Source: an optimization exercise on an open RTL-to-GDS flow (aim: a short achievable clock period and few clock cycles per item). Production flows keep margins and buffers that such runs may drop. Function was checked by simulation only, so behaviour that the tests miss may differ from the original. Power and IR drop assume default switching activity.

### flow/run.sh
#!/bin/bash
set -euo pipefail
MARGIN=${REPAIR_SETUP_MARGIN:-7}
export BUFFER_PORTS_ARGS="-buffer_cell sky130_fd_sc_hd__buf_6"
sed -E "s/SETUP_SLACK_MARGIN=[0-9.]+/SETUP_SLACK_MARGIN=${MARGIN}/" standard.sh > standard_margin.sh
grep -q "SETUP_SLACK_MARGIN=${MARGIN}" standard_margin.sh
bash standard_margin.sh > standard_margin.log 2>&1
### standard.sh
#!/bin/bash
# synth_recipe.tcl (not shown) runs the flow's synth.tcl, then flattens the netlist and writes it again
# the make line also repeats each setting of config.mk as NAME=value (left out here)
make -C /OpenROAD-flow-scripts/flow DESIGN_CONFIG=/design/flow/config.mk WORK_HOME=/design/flow/orfs CLKGATE_MAP_FILE= SYNTH_SCRIPT=/design/flow/synth_recipe.tcl "${@:-finish}"
### config.mk
export PLATFORM = sky130hd
export DESIGN_NAME = rv_core_top
export DESIGN_NICKNAME = rv_core_top
export VERILOG_FILES = /design/flow/design.v
export SDC_FILE = /design/flow/constraint.sdc
export NUM_CORES = 4
export LEC_CHECK = 0
export CAP_MARGIN = 20
export CELL_PAD_IN_SITES_DETAIL_PLACEMENT = 1
export CELL_PAD_IN_SITES_GLOBAL_PLACEMENT = 1
export CORE_MARGIN = 2
export CORE_UTILIZATION = 35
export SETUP_SLACK_MARGIN = 5
export SLEW_MARGIN = 20
export SYNTH_HIERARCHICAL = 1
export SYNTH_MINIMUM_KEEP_SIZE = 0
export TNS_END_PERCENT = 10
### constraint.sdc
create_clock -name core_clock -period 10.5 [get_ports {clk}]
set_input_delay 2.1000 -clock core_clock [delete_from_list [all_inputs] [get_ports {clk}]]
set_output_delay 2.1000 -clock core_clock [all_outputs]
set_load 0.01 [all_outputs]
### design.v
package rv_isa_pkg;
    localparam int xlen       = 32;
    localparam int reg_addr_w = 5;
    localparam logic [6:0] op_load   = 7'b0000011;   
    localparam logic [6:0] op_store  = 7'b0100011;   
    localparam logic [6:0] op_reg    = 7'b0110011;   
    localparam logic [6:0] op_imm    = 7'b0010011;   
    localparam logic [6:0] op_branch = 7'b1100011;   
    localparam logic [6:0] op_jal    = 7'b1101111;
    localparam logic [6:0] op_jalr   = 7'b1100111;
    localparam logic [2:0] f3_add_sub = 3'b000;
    localparam logic [2:0] f3_sll     = 3'b001;
    localparam logic [2:0] f3_slt     = 3'b010;
    localparam logic [2:0] f3_sltu    = 3'b011;
    localparam logic [2:0] f3_xor     = 3'b100;
    localparam logic [2:0] f3_srl_sra = 3'b101;
    localparam logic [2:0] f3_or      = 3'b110;
    localparam logic [2:0] f3_and     = 3'b111;
    localparam logic [2:0] f3_beq = 3'b000;
    localparam logic [2:0] f3_bne = 3'b001;
    localparam logic [2:0] f3_lw_sw = 3'b010;
    localparam logic [6:0] f7_alt = 7'b0100000;
endpackage
package core_ctrl_pkg;
    typedef struct packed {
        logic add;    
        logic slt;    
        logic sltu;   
        logic lxor;
        logic lor;
        logic land;
        logic sll;
        logic srl;    
    } alu_sel_t;
endpackage
module controller (
    input  logic [31:0]             instr,
    output logic                    is_load,     
    output logic                    is_store,    
    output logic                    is_branch,   
    output logic                    is_bne,
    output logic                    is_jal,
    output logic                    is_jalr,
    output logic                    uses_rs1,
    output logic                    uses_rs2,
    output logic                    reg_we,      
    output logic                    use_imm,
    output logic                    sub,
    output logic                    arith,
    output core_ctrl_pkg::alu_sel_t sel,
    output logic [31:0]             imm,         
    output logic [31:0]             imm_bj       
);
    logic [6:0] opcode;
    logic [2:0] funct3;
    logic       is_op;
    logic       is_opimm;
    logic       alu_fn;
    assign opcode = instr[6:0];
    assign funct3 = instr[14:12];
    assign is_op     = (opcode == rv_isa_pkg::op_reg);
    assign is_opimm  = (opcode == rv_isa_pkg::op_imm);
    assign is_load   = (opcode == rv_isa_pkg::op_load)  && (funct3 == rv_isa_pkg::f3_lw_sw);
    assign is_store  = (opcode == rv_isa_pkg::op_store) && (funct3 == rv_isa_pkg::f3_lw_sw);
    assign is_branch = (opcode == rv_isa_pkg::op_branch) && (funct3[2:1] == 2'b00);
    assign is_bne    = funct3[0];
    assign is_jal    = (opcode == rv_isa_pkg::op_jal);
    assign is_jalr   = (opcode == rv_isa_pkg::op_jalr);
    assign uses_rs1 = is_op || is_opimm || is_load || is_store || is_branch || is_jalr;
    assign uses_rs2 = is_op || is_store || is_branch;
    assign reg_we   = is_op || is_opimm || is_load || is_jal || is_jalr;
    assign use_imm  = is_opimm || is_load || is_store || is_jalr;
    assign alu_fn = is_op || is_opimm;
    assign sub    = is_op && (funct3 == rv_isa_pkg::f3_add_sub)
                    && (instr[31:25] == rv_isa_pkg::f7_alt)
                 || alu_fn && (funct3 == rv_isa_pkg::f3_slt || funct3 == rv_isa_pkg::f3_sltu);
    assign arith  = instr[30];
    always_comb begin
        sel = '0;
        if (alu_fn) begin
            case (funct3)
                rv_isa_pkg::f3_add_sub: sel.add  = 1'b1;
                rv_isa_pkg::f3_sll:     sel.sll  = 1'b1;
                rv_isa_pkg::f3_slt:     sel.slt  = 1'b1;
                rv_isa_pkg::f3_sltu:    sel.sltu = 1'b1;
                rv_isa_pkg::f3_xor:     sel.lxor = 1'b1;
                rv_isa_pkg::f3_srl_sra: sel.srl  = 1'b1;
                rv_isa_pkg::f3_or:      sel.lor  = 1'b1;
                default:                sel.land = 1'b1;
            endcase
        end else begin
            sel.add = !(is_jal || is_jalr);   
        end
    end
    assign imm = is_store ? {{20{instr[31]}}, instr[31:25], instr[11:7]}
                          : {{20{instr[31]}}, instr[31:20]};
    assign imm_bj = is_jal ? {{11{instr[31]}}, instr[31], instr[19:12], instr[20], instr[30:21], 1'b0}
                           : {{19{instr[31]}}, instr[31], instr[7], instr[30:25], instr[11:8], 1'b0};
endmodule
module ks_add #(
    parameter int W = 32
) (
    input  logic [W-1:0] a,
    input  logic [W-1:0] b,
    input  logic         cin,
    output logic [W-1:0] s,
    output logic         cout
);
    localparam int L = (W > 16) ? 5 : (W > 8) ? 4 : (W > 4) ? 3 : (W > 2) ? 2 : 1;   
    logic [W-1:0] g [L+1];
    logic [W-1:0] p [L+1];
    logic [W-1:0] x;
    assign x    = a ^ b;
    assign g[0] = (a & b) | {{(W-1){1'b0}}, x[0] & cin};
    assign p[0] = x;
    for (genvar k = 0; k < L; k++) begin : g_lvl
        for (genvar i = 0; i < W; i++) begin : g_bit
            if (i >= (1 << k)) begin : g_op
                assign g[k+1][i] = g[k][i] | (p[k][i] & g[k][i-(1<<k)]);
                assign p[k+1][i] = p[k][i] & p[k][i-(1<<k)];
            end else begin : g_pass
                assign g[k+1][i] = g[k][i];
                assign p[k+1][i] = p[k][i];
            end
        end
    end
    assign s    = x ^ {g[L][W-2:0], cin};
    assign cout = g[L][W-1];
endmodule
module pc_add_imm #(
    parameter int L = 13
) (
    input  logic [31:0]  pc,
    input  logic [L-1:0] imm,
    output logic [31:0]  s
);
    logic [L:0]    lo;
    logic [31-L:0] hi_p, hi_m;
    logic          co_p, co_m;
    ks_add #(.W(L)) u_lo (.a(pc[L-1:0]), .b(imm), .cin(1'b0), .s(lo[L-1:0]), .cout(lo[L]));
    ks_add #(.W(32-L)) u_inc (.a(pc[31:L]), .b('0), .cin(1'b1), .s(hi_p), .cout(co_p));
    ks_add #(.W(32-L)) u_dec (.a(pc[31:L]), .b('1), .cin(1'b0), .s(hi_m), .cout(co_m));
    always_comb begin
        case ({imm[L-1], lo[L]})
            2'b01:   s = {hi_p, lo[L-1:0]};
            2'b10:   s = {hi_m, lo[L-1:0]};
            default: s = {pc[31:L], lo[L-1:0]};
        endcase
    end
endmodule
module reg_file (
    input  logic                              clk,
    input  logic                              arst_n,
    input  logic                              we,
    input  logic [rv_isa_pkg::reg_addr_w-1:0] waddr,
    input  logic [rv_isa_pkg::xlen-1:0]       wdata,
    input  logic [rv_isa_pkg::reg_addr_w-1:0] raddr1,
    input  logic [rv_isa_pkg::reg_addr_w-1:0] raddr2,
    output logic [rv_isa_pkg::xlen-1:0]       rdata1,
    output logic [rv_isa_pkg::xlen-1:0]       rdata2
);
    logic [rv_isa_pkg::xlen-1:0] regs [32];
    always_ff @(posedge clk or negedge arst_n) begin
        if (!arst_n) begin
            for (int i = 0; i < 32; i++) begin
                regs[i] <= '0;
            end
        end else if (we && waddr != '0) begin   
            regs[waddr] <= wdata;
        end
    end
    assign rdata1 = (raddr1 == '0) ? '0 : regs[raddr1];
    assign rdata2 = (raddr2 == '0) ? '0 : regs[raddr2];
endmodule
module fetch #(
    parameter int BIW = 6,             
    parameter int JIW = 5,             
    parameter int JTW = 2,             
    parameter int JLB = 16             
) (
    input  logic        clk,
    input  logic        arst_n,
    output logic [31:0] imem_addr,
    input  logic [31:0] imem_instr,
    input  logic        stall,         
    input  logic        load_use,      
    input  logic        redir_e,
    input  logic [31:0] tgt_e,
    input  logic        redir_m,
    input  logic [31:0] tgt_m,
    input  logic        up_bh,
    input  logic        up_jt,
    input  logic [31:0] up_pc,
    input  logic [1:0]  up_cnt,
    input  logic [31:0] up_tgt,
    output logic [31:0] pc,
    output logic        take,          
    output logic        jt_hit,        
    output logic [31:0] jt_pred,
    output logic [31:0] tgt_b,         
    output logic        bh_hit,
    output logic [1:0]  bh_ctr
);
    localparam int BN = 1 << BIW;
    localparam int JN = 1 << JIW;
    logic [31:0] pc_n;
    logic [31:0] pc_o;
    logic           bh_valid [BN];
    logic [1:0]     bh_cnt   [BN];
    logic           jt_valid [JN];
    logic [JTW-1:0] jt_tag   [JN];
    logic [JLB-1:1] jt_tgt   [JN];
    logic           u_bh_we, u_jt_we;
    logic [BIW-1:0] u_bidx;
    logic [JIW-1:0] u_jidx;
    logic [JTW-1:0] u_tag;
    logic [1:0]     u_cnt;
    logic [JLB-1:1] u_tgt;
    logic [BIW-1:0] bidx;
    logic [JIW-1:0] jidx;
    logic [31:0]    ir;
    logic           is_jal, is_br, is_jalr, same;
    logic [31:0]    immj, immb;
    logic [31:0]    tgt_j, npc, pc_nxt;
    assign pc        = ~pc_n;
    assign imem_addr = pc_o;
    assign bidx    = pc[BIW+1:2];
    assign jidx    = pc[JIW+1:2];
    assign ir      = imem_instr;
    assign is_jal  = ir[6:0] == rv_isa_pkg::op_jal;
    assign is_br   = ir[6:0] == rv_isa_pkg::op_branch && ir[14:13] == 2'b00;
    assign is_jalr = ir[6:0] == rv_isa_pkg::op_jalr;
    assign same    = ir[19:15] == ir[24:20];   
    assign bh_hit  = bh_valid[bidx];
    assign bh_ctr  = bh_cnt[bidx];
    assign take    = is_jal || is_br && (same ? !ir[12] : (bh_hit ? bh_ctr[1] : ir[31]));
    assign jt_hit  = is_jalr && jt_valid[jidx] && jt_tag[jidx] == pc[JIW+JTW+1:JIW+2];
    assign jt_pred = {pc[31:JLB], jt_tgt[jidx], 1'b0};
    assign immj    = {{11{ir[31]}}, ir[31], ir[19:12], ir[20], ir[30:21], 1'b0};
    assign immb    = {{19{ir[31]}}, ir[31], ir[7], ir[30:25], ir[11:8], 1'b0};
    pc_add_imm #(.L(21)) u_add_j (.pc(pc), .imm(immj[20:0]), .s(tgt_j));
    pc_add_imm #(.L(13)) u_add_b (.pc(pc), .imm(immb[12:0]), .s(tgt_b));
    assign npc = take ? (is_jal ? tgt_j : tgt_b) : (jt_hit ? jt_pred : pc + 32'd4);
    always_comb begin
        if (redir_m)
            pc_nxt = tgt_m;
        else if (redir_e)
            pc_nxt = tgt_e;
        else if (load_use)
            pc_nxt = pc;
        else
            pc_nxt = npc;
    end
    always_ff @(posedge clk or negedge arst_n) begin
        if (!arst_n) begin
            pc_n <= '1;
            pc_o <= '0;
        end else if (!stall) begin
            pc_n <= ~pc_nxt;
            pc_o <= pc_nxt;
        end
    end
    always_ff @(posedge clk or negedge arst_n) begin
        if (!arst_n) begin
            u_bh_we <= 1'b0;
            u_jt_we <= 1'b0;
        end else begin
            u_bh_we <= up_bh;
            u_jt_we <= up_jt;
        end
    end
    always_ff @(posedge clk) begin
        u_bidx <= up_pc[BIW+1:2];
        u_jidx <= up_pc[JIW+1:2];
        u_tag  <= up_pc[JIW+JTW+1:JIW+2];
        u_cnt  <= up_cnt;
        u_tgt  <= up_tgt[JLB-1:1];
    end
    always_ff @(posedge clk or negedge arst_n) begin
        if (!arst_n) begin
            for (int i = 0; i < BN; i++)
                bh_valid[i] <= 1'b0;
            for (int i = 0; i < JN; i++)
                jt_valid[i] <= 1'b0;
        end else begin
            if (u_bh_we)
                bh_valid[u_bidx] <= 1'b1;
            if (u_jt_we)
                jt_valid[u_jidx] <= 1'b1;
        end
    end
    always_ff @(posedge clk) begin
        if (u_bh_we)
            bh_cnt[u_bidx] <= u_cnt;
        if (u_jt_we) begin
            jt_tag[u_jidx] <= u_tag;
            jt_tgt[u_jidx] <= u_tgt;
        end
    end
endmodule
module datapath (
    input  logic        clk,
    input  logic        arst_n,
    output logic [31:0] imem_addr,
    input  logic [31:0] imem_instr,
    output logic        dmem_valid,
    output logic        dmem_write,
    output logic [31:0] dmem_addr,
    output logic [31:0] dmem_wdata,
    input  logic        dmem_ready,
    input  logic [31:0] dmem_rdata,
    output logic        retire_valid,
    output logic [31:0] retire_pc,
    output logic        retire_we,
    output logic [4:0]  retire_rd,
    output logic [31:0] retire_wdata
);
    logic        e_valid;
    logic [31:0] e_pc;
    logic [31:0] e_a;          
    logic [31:0] e_b;          
    logic [31:0] e_s;          
    logic        e_fa_m, e_fb_m, e_fs_m;
    logic [31:0] e_tb;         
    logic [31:0] e_jtgt;       
    logic [31:0] e_link;       
    logic [4:0]  e_rd;
    logic        e_we;         
    logic        e_wb;         
    logic        e_load, e_store, e_branch, e_bne, e_pred, e_jalr, e_pjt, e_link_sel;
    logic        e_bhv;        
    logic [1:0]  e_cnt;
    logic        e_sub, e_arith;
    core_ctrl_pkg::alu_sel_t e_sel;
    logic        m_valid;
    logic [31:0] m_pc;
    logic [31:0] m_res;        
    logic [31:0] m_addr_o;     
    logic [31:0] m_wdata;
    logic [31:0] m_jtgt;       
    logic [31:0] m_jtgt_d;     
    logic [31:0] m_jpred;      
    logic        m_jchk;       
    logic        m_pjt;        
    logic [4:0]  m_rd;
    logic        m_we, m_wb, m_req, m_write, m_load;
    logic [31:0] m_out;        
    logic        w_valid;
    logic [31:0] w_pc;
    logic [31:0] w_res;
    logic [4:0]  w_rd;
    logic        w_we;
    logic        stall;        
    logic        load_use;     
    logic        redir_e;
    logic        redir_m;
    logic [31:0] tgt_e;
    assign stall = m_req && !dmem_ready;
    logic [31:0] pc;
    logic        f_take, f_jt, f_bhv;
    logic [31:0] f_jpred, f_tb;
    logic [1:0]  f_cnt;
    logic        up_bh, up_jt;
    logic [1:0]  cnt_next;
    fetch u_fetch (
        .clk        (clk),
        .arst_n     (arst_n),
        .imem_addr  (imem_addr),
        .imem_instr (imem_instr),
        .stall      (stall),
        .load_use   (load_use),
        .redir_e    (redir_e),
        .tgt_e      (tgt_e),
        .redir_m    (redir_m),
        .tgt_m      (m_jtgt),
        .up_bh      (up_bh),
        .up_jt      (up_jt),
        .up_pc      (e_pc),
        .up_cnt     (cnt_next),
        .up_tgt     (m_jtgt_d),
        .pc         (pc),
        .take       (f_take),
        .jt_hit     (f_jt),
        .jt_pred    (f_jpred),
        .tgt_b      (f_tb),
        .bh_hit     (f_bhv),
        .bh_ctr     (f_cnt)
    );
    logic        d_load, d_store, d_branch, d_bne, d_jal, d_jalr;
    logic        d_use1, d_use2, d_we, d_use_imm, d_sub, d_arith;
    core_ctrl_pkg::alu_sel_t d_sel;
    logic [31:0] d_imm, d_imm_bj;
    logic [4:0]  d_rs1, d_rs2, d_rd;
    logic [31:0] rf1, rf2;
    logic [31:0] d_v1, d_v2;
    logic        d_fw1, d_fw2, d_fm1, d_fm2;
    controller u_dec (
        .instr     (imem_instr),
        .is_load   (d_load),
        .is_store  (d_store),
        .is_branch (d_branch),
        .is_bne    (d_bne),
        .is_jal    (d_jal),
        .is_jalr   (d_jalr),
        .uses_rs1  (d_use1),
        .uses_rs2  (d_use2),
        .reg_we    (d_we),
        .use_imm   (d_use_imm),
        .sub       (d_sub),
        .arith     (d_arith),
        .sel       (d_sel),
        .imm       (d_imm),
        .imm_bj    (d_imm_bj)
    );
    assign d_rs1 = imem_instr[19:15];
    assign d_rs2 = imem_instr[24:20];
    assign d_rd  = imem_instr[11:7];
    reg_file u_rf (
        .clk    (clk),
        .arst_n (arst_n),
        .we     (m_valid && m_wb),
        .waddr  (m_rd),
        .wdata  (m_out),
        .raddr1 (d_rs1),
        .raddr2 (d_rs2),
        .rdata1 (rf1),
        .rdata2 (rf2)
    );
    assign d_fw1 = m_valid && m_wb && m_rd == d_rs1;
    assign d_fw2 = m_valid && m_wb && m_rd == d_rs2;
    assign d_fm1 = e_valid && e_wb && e_rd == d_rs1;
    assign d_fm2 = e_valid && e_wb && e_rd == d_rs2;
    assign d_v1  = d_fw1 ? m_out : rf1;
    assign d_v2  = d_fw2 ? m_out : rf2;
    assign load_use = e_valid && e_load && e_wb
                      && ((d_use1 && d_rs1 == e_rd) || (d_use2 && d_rs2 == e_rd));
    logic [31:0] a, b, s, bx, sum, alu_y, e_res, sll_y, srl_y;
    logic [32:0] add_y;
    logic        eq, taken, lt_signed, lt_unsigned;
    assign a = e_fa_m ? m_res : e_a;
    assign b = e_fb_m ? m_res : e_b;
    assign s = e_fs_m ? m_res : e_s;
    assign bx          = e_sub ? ~b : b;
    assign add_y       = {1'b0, a} + {1'b0, bx} + {32'b0, e_sub};
    assign sum         = add_y[31:0];
    assign lt_unsigned = ~add_y[32];
    assign lt_signed   = (a[31] ^ b[31]) ? a[31] : sum[31];
    assign sll_y       = a << b[4:0];
    assign srl_y       = 32'($signed({e_arith & a[31], a}) >>> b[4:0]);
    always_comb begin
        alu_y = '0;
        if (e_sel.add)  alu_y = alu_y | sum;
        if (e_sel.slt)  alu_y = alu_y | {31'b0, lt_signed};
        if (e_sel.sltu) alu_y = alu_y | {31'b0, lt_unsigned};
        if (e_sel.lxor) alu_y = alu_y | (a ^ b);
        if (e_sel.lor)  alu_y = alu_y | (a | b);
        if (e_sel.land) alu_y = alu_y | (a & b);
        if (e_sel.sll)  alu_y = alu_y | sll_y;
        if (e_sel.srl)  alu_y = alu_y | srl_y;
    end
    assign e_res = alu_y | (e_link & {32{e_link_sel}});   
    assign eq    = (a == s);
    assign taken = e_bne ? !eq : eq;
    assign redir_e = e_valid && e_branch && (taken != e_pred);
    assign tgt_e   = e_pred ? e_link : e_tb;
    logic [1:0] cnt_now;
    assign cnt_now = e_cnt;
    always_comb begin
        cnt_next = cnt_now;
        if (!e_bhv)
            cnt_next = taken ? 2'b10 : 2'b01;   
        else if (taken && cnt_now != 2'b11)
            cnt_next = cnt_now + 2'd1;
        else if (!taken && cnt_now != 2'b00)
            cnt_next = cnt_now - 2'd1;
    end
    assign m_jtgt_d = {sum[31:1], 1'b0};
    assign up_bh    = e_valid && !stall && !redir_m && e_branch;
    assign up_jt    = e_valid && !stall && !redir_m && e_jalr;
    always_ff @(posedge clk or negedge arst_n) begin
        if (!arst_n) begin
            e_valid <= 1'b0;
        end else if (!stall) begin
            e_valid <= !load_use && !redir_e && !redir_m;
        end
    end
    always_ff @(posedge clk) begin
        if (!stall) begin
            e_pc       <= pc;
            e_a        <= d_v1;
            e_b        <= d_use_imm ? d_imm : d_v2;
            e_s        <= d_v2;
            e_fa_m     <= d_fm1;
            e_fb_m     <= d_fm2 && !d_use_imm;
            e_fs_m     <= d_fm2;
            e_tb       <= f_tb;
            e_jtgt     <= f_jpred;
            e_link     <= pc + 32'd4;
            e_rd       <= d_rd;
            e_we       <= d_we;
            e_wb       <= d_we && d_rd != 5'd0;
            e_load     <= d_load;
            e_store    <= d_store;
            e_branch   <= d_branch;
            e_bne      <= d_bne;
            e_pred     <= f_take;
            e_jalr     <= d_jalr;
            e_pjt      <= f_jt;
            e_bhv      <= f_bhv;
            e_cnt      <= f_cnt;
            e_link_sel <= d_jal || d_jalr;
            e_sub      <= d_sub;
            e_arith    <= d_arith;
            e_sel      <= d_sel;
        end
    end
    assign dmem_valid = m_req;
    assign dmem_write = m_write;
    assign dmem_addr  = m_addr_o;
    assign dmem_wdata = m_wdata;
    assign redir_m = m_valid && m_jchk && (!m_pjt || m_jtgt[31:1] != m_jpred[31:1]);
    always_ff @(posedge clk or negedge arst_n) begin
        if (!arst_n) begin
            m_valid  <= 1'b0;
            m_req    <= 1'b0;
            m_addr_o <= '0;
        end else if (!stall) begin
            m_valid  <= e_valid && !redir_m;
            m_req    <= e_valid && !redir_m && (e_load || e_store);
            m_addr_o <= sum;
        end
    end
    always_ff @(posedge clk) begin
        m_res <= e_res;
    end
    always_ff @(posedge clk) begin
        if (!stall) begin
            m_pc    <= e_pc;
            m_wdata <= s;
            m_jtgt  <= m_jtgt_d;
            m_jpred <= e_jtgt;
            m_jchk  <= e_jalr;
            m_pjt   <= e_pjt;
            m_rd    <= e_rd;
            m_we    <= e_we;
            m_wb    <= e_wb;
            m_write <= e_store;
            m_load  <= e_load;
        end
    end
    assign m_out = m_load ? dmem_rdata : m_res;
    always_ff @(posedge clk or negedge arst_n) begin
        if (!arst_n) begin
            w_valid <= 1'b0;
        end else begin
            w_valid <= m_valid && !stall;
        end
    end
    always_ff @(posedge clk) begin
        w_pc  <= m_pc;
        w_res <= m_out;
        w_rd  <= m_rd;
        w_we  <= m_we;
    end
    assign retire_valid = w_valid;
    assign retire_pc    = w_pc;
    assign retire_we    = w_we;
    assign retire_rd    = w_rd;
    assign retire_wdata = w_res;
endmodule
module rv_core_top (
    input  logic                              clk,
    input  logic                              arst_n,
    output logic [rv_isa_pkg::xlen-1:0]       imem_addr,
    input  logic [rv_isa_pkg::xlen-1:0]       imem_instr,
    output logic                              dmem_valid,
    output logic                              dmem_write,
    output logic [rv_isa_pkg::xlen-1:0]       dmem_addr,
    output logic [rv_isa_pkg::xlen-1:0]       dmem_wdata,
    input  logic                              dmem_ready,
    input  logic [rv_isa_pkg::xlen-1:0]       dmem_rdata,
    output logic                              retire_valid,
    output logic [rv_isa_pkg::xlen-1:0]       retire_pc,
    output logic                              retire_we,
    output logic [rv_isa_pkg::reg_addr_w-1:0] retire_rd,
    output logic [rv_isa_pkg::xlen-1:0]       retire_wdata
);
    datapath u_datapath (
        .clk          (clk),
        .arst_n       (arst_n),
        .imem_addr    (imem_addr),
        .imem_instr   (imem_instr),
        .dmem_valid   (dmem_valid),
        .dmem_write   (dmem_write),
        .dmem_addr    (dmem_addr),
        .dmem_wdata   (dmem_wdata),
        .dmem_ready   (dmem_ready),
        .dmem_rdata   (dmem_rdata),
        .retire_valid (retire_valid),
        .retire_pc    (retire_pc),
        .retire_we    (retire_we),
        .retire_rd    (retire_rd),
        .retire_wdata (retire_wdata)
    );
endmodule
==> results_dict.tcl, run 1 <==
set metrics [dict create \
    die_y_um 597 \
    grt_max_degree 164 \
    grt_overflow 0 \
    portBuffers 235 \
    syn_inst 10500 \
    cts_htree_levels 5 \
    worst-ep-kind "register input" \
    ios 236 \
    yosys_warnings 27 \
    rows 217 \
    antenna_found_initial 81 \
    gp_congestion 0.995 \
    clkSinkCount 2377 \
    worstEndpointGrtRepair "_11024_/D" \
    status "did not finish" \
    cts_buffer_depth 4 \
    syn_avg_cell_area_um2 11.8 \
    syn-cell-area_um2 123000 \
    placed_cell_area_um2 130000 \
    dp_hpwl_um 385000 \
    cts_hold_buffers 0 \
    haltStage "detailed routing (5_2_route)" \
    initial_core_util_pct 35.2 \
    grt_pass1_wl_um 873000 \
    die_w_um 597 \
    grt_pass1_vias 103000 \
    stop_error "Error: net758 4 pin not visited #guides = 270" \
    grt_usage_pct 34.9 \
    cts_buffers 275 \
    cts-root-buf "clkbuf_16" \
]
[routing by layer]
metal,global-route usage (%)
met1,46.1
met2,48.3
met3,13.3
met4,20.9
met5,0
[stage by stage]
step           setup slack, ns  util [%]  instances  power (uW)
2_1_floorplan             5.71         -      10500       24800
3_3_place_gp              3.89      37.3      14700       32800
3_5_place_dp              3.85      37.3      14700       33200
4_1_cts                   6.23      42.2      15500       45700
5_1_grt                   6.07      44.3      15900       49300
[power by group through the flow]
stage	sequential (uW)	combinational, uW	clock (uW)
after CTS	15800	19800	10100
after global placement	15800	17000	0
after detailed placement	15900	17300	0
after global routing	16100	22700	10500
after floorplan	14300	10400	0
[how the worst max path moves through the flow]
stage,cells past startpoint,slack (ns),to
after floorplan,17,5.71,u_datapath.u_fetch.pc_o[18]
after global placement,16,3.89,flip-flop
after detailed placement,16,3.85,flip-flop
after CTS,16,6.23,flip-flop
after global routing,16,6.07,flip-flop
[what timing repair did]
action | CTS | global route
pin swaps | 161 | 206
endpoints found under the setup margin | 872 | 1304
gates cloned | 75 | 55
setup buffers | 225 | 322
resized for setup | 808 | 755
Testbench counts, summed over its fixed seeds: cycles 21,808, instructions 19,284.
==> inputs of run 2 (changes only) <==
--- a/design.v
+++ b/design.v
@@ -193,6 +193,9 @@
     input  logic [31:0] up_pc,
     input  logic [1:0]  up_cnt,
     input  logic [31:0] up_tgt,
+    input  logic        k_valid,
+    input  logic [4:0]  k_rd,
+    input  logic [31:0] k_val,
     output logic [31:0] pc,
     output logic        take,          
     output logic        jt_hit,        
@@ -234,8 +237,10 @@
     assign bh_hit  = bh_valid[bidx];
     assign bh_ctr  = bh_cnt[bidx];
     assign take    = is_jal || is_br && (same ? !ir[12] : (bh_hit ? bh_ctr[1] : ir[31]));
-    assign jt_hit  = is_jalr && jt_valid[jidx] && jt_tag[jidx] == pc[JIW+JTW+1:JIW+2];
-    assign jt_pred = {pc[31:JLB], jt_tgt[jidx], 1'b0};
+    logic        k_hit;
+    assign k_hit   = k_valid && k_rd == ir[19:15] && ir[31:21] == 11'd0;
+    assign jt_hit  = is_jalr && (k_hit || jt_valid[jidx] && jt_tag[jidx] == pc[JIW+JTW+1:JIW+2]);
+    assign jt_pred = k_hit ? {k_val[31:1], 1'b0} : {pc[31:JLB], jt_tgt[jidx], 1'b0};
     assign immj    = {{11{ir[31]}}, ir[31], ir[19:12], ir[20], ir[30:21], 1'b0};
     assign immb    = {{19{ir[31]}}, ir[31], ir[7], ir[30:25], ir[11:8], 1'b0};
     pc_add_imm #(.L(21)) u_add_j (.pc(pc), .imm(immj[20:0]), .s(tgt_j));
@@ -331,6 +336,7 @@
     logic        e_bhv;        
     logic [1:0]  e_cnt;
     logic        e_sub, e_arith;
+    logic        e_const;      
     core_ctrl_pkg::alu_sel_t e_sel;
     logic        m_valid;
     logic [31:0] m_pc;
@@ -378,6 +384,9 @@
         .up_pc      (e_pc),
         .up_cnt     (cnt_next),
         .up_tgt     (m_jtgt_d),
+        .k_valid    (e_valid && e_const),
+        .k_rd       (e_rd),
+        .k_val      (e_b),
         .pc         (pc),
         .take       (f_take),
         .jt_hit     (f_jt),
@@ -412,6 +421,9 @@
         .imm       (d_imm),
         .imm_bj    (d_imm_bj)
     );
+    logic d_const;
+    assign d_const = imem_instr[6:0] == rv_isa_pkg::op_imm && imem_instr[14:12] == 3'b000
+                     && imem_instr[19:15] == 5'd0 && imem_instr[11:7] != 5'd0;
     assign d_rs1 = imem_instr[19:15];
     assign d_rs2 = imem_instr[24:20];
     assign d_rd  = imem_instr[11:7];
@@ -512,6 +524,7 @@
             e_sub      <= d_sub;
             e_arith    <= d_arith;
             e_sel      <= d_sel;
+            e_const    <= d_const;
         end
     end
     assign dmem_valid = m_req;
--- a/config.mk
+++ b/config.mk
@@ -6,10 +6,8 @@
 export NUM_CORES = 4
 export LEC_CHECK = 0
 export CAP_MARGIN = 20
-export CELL_PAD_IN_SITES_DETAIL_PLACEMENT = 1
-export CELL_PAD_IN_SITES_GLOBAL_PLACEMENT = 1
 export CORE_MARGIN = 2
-export CORE_UTILIZATION = 35
+export CORE_UTILIZATION = 55
 export SETUP_SLACK_MARGIN = 5
 export SLEW_MARGIN = 20
 export SYNTH_HIERARCHICAL = 1
==> results_dict.tcl, run 2 <==
set metrics [dict create \
    stop_error "[ERROR GRT-0232] Routing congestion too high. Check the congestion heatmap in the GUI." \
    syn_inst 10700 \
    cts_hold_buffers 0 \
    portBuffers 235 \
    cts_htree_levels 5 \
    syn-cell-area_um2 124000 \
    ios 236 \
    die_w_um 479 \
    die_y_um 479 \
    initial_core_util_pct 55.2 \
    grt_usage_pct 52.4 \
    cts_buffer_depth 4 \
    status "did not finish" \
    gp_congestion 1.03 \
    haltStage "global routing (5_1_grt)" \
    clkSinkCount 2378 \
    cts-root-buf "clkbuf_16" \
    syn_avg_cell_area_um2 11.6 \
    cts_buffers 278 \
    dp_hpwl_um 348000 \
    rows 174 \
    grt_max_degree 188 \
    yosys_warnings 27 \
    grt_overflow 3 \
]
[run 2: worst min-delay path by stage]
stage,from,to,slack [ns]
after floorplan,u_datapath.m_pc[0],u_datapath.w_pc[0],0.32
after global placement,u_datapath.m_pc[31],u_datapath.w_pc[31],0.32
after detailed placement,u_datapath.m_pc[13],u_datapath.w_pc[13],0.33
after CTS,u_datapath.m_pc[13],u_datapath.w_pc[13],0.34
[run 2: timing repair]
action                                 CTS
setup buffers                          202
setup endpoints to repair              632
endpoints found under the hold margin    0
cloned                                  57
pin swaps                              147
gates resized for setup                689
[run 2: power groups by stage]
stage | combinational [uW] | clock, uW | sequential [uW]
2_1_floorplan | 11100 | 0 | 15400
3_3_place_gp | 17400 | 0 | 17000
3_5_place_dp | 17600 | 0 | 17100
4_1_cts | 19700 | 9910 | 16900
[run 2: stage by stage]
step	std cells	setup WS [ns]	instance area, um2	hold WS (ns)	total power, uW
after CTS	14100	6.32	145000	0.340	46500
after detailed placement	13400	3.83	129000	0.327	34600
after global placement	13400	3.42	129000	0.324	34300
after floorplan	10800	5.68	124000	0.323	26500
[run 2: metal layers]
metal  overflow  global-route usage [%]
met1          0                    64.0
met2          1                    66.9
met3          2                    29.8
met4          0                    38.9
met5          0                    11.8
Testbench counts of run 2, summed over its fixed seeds: cycles 21,375, instructions 19,284.
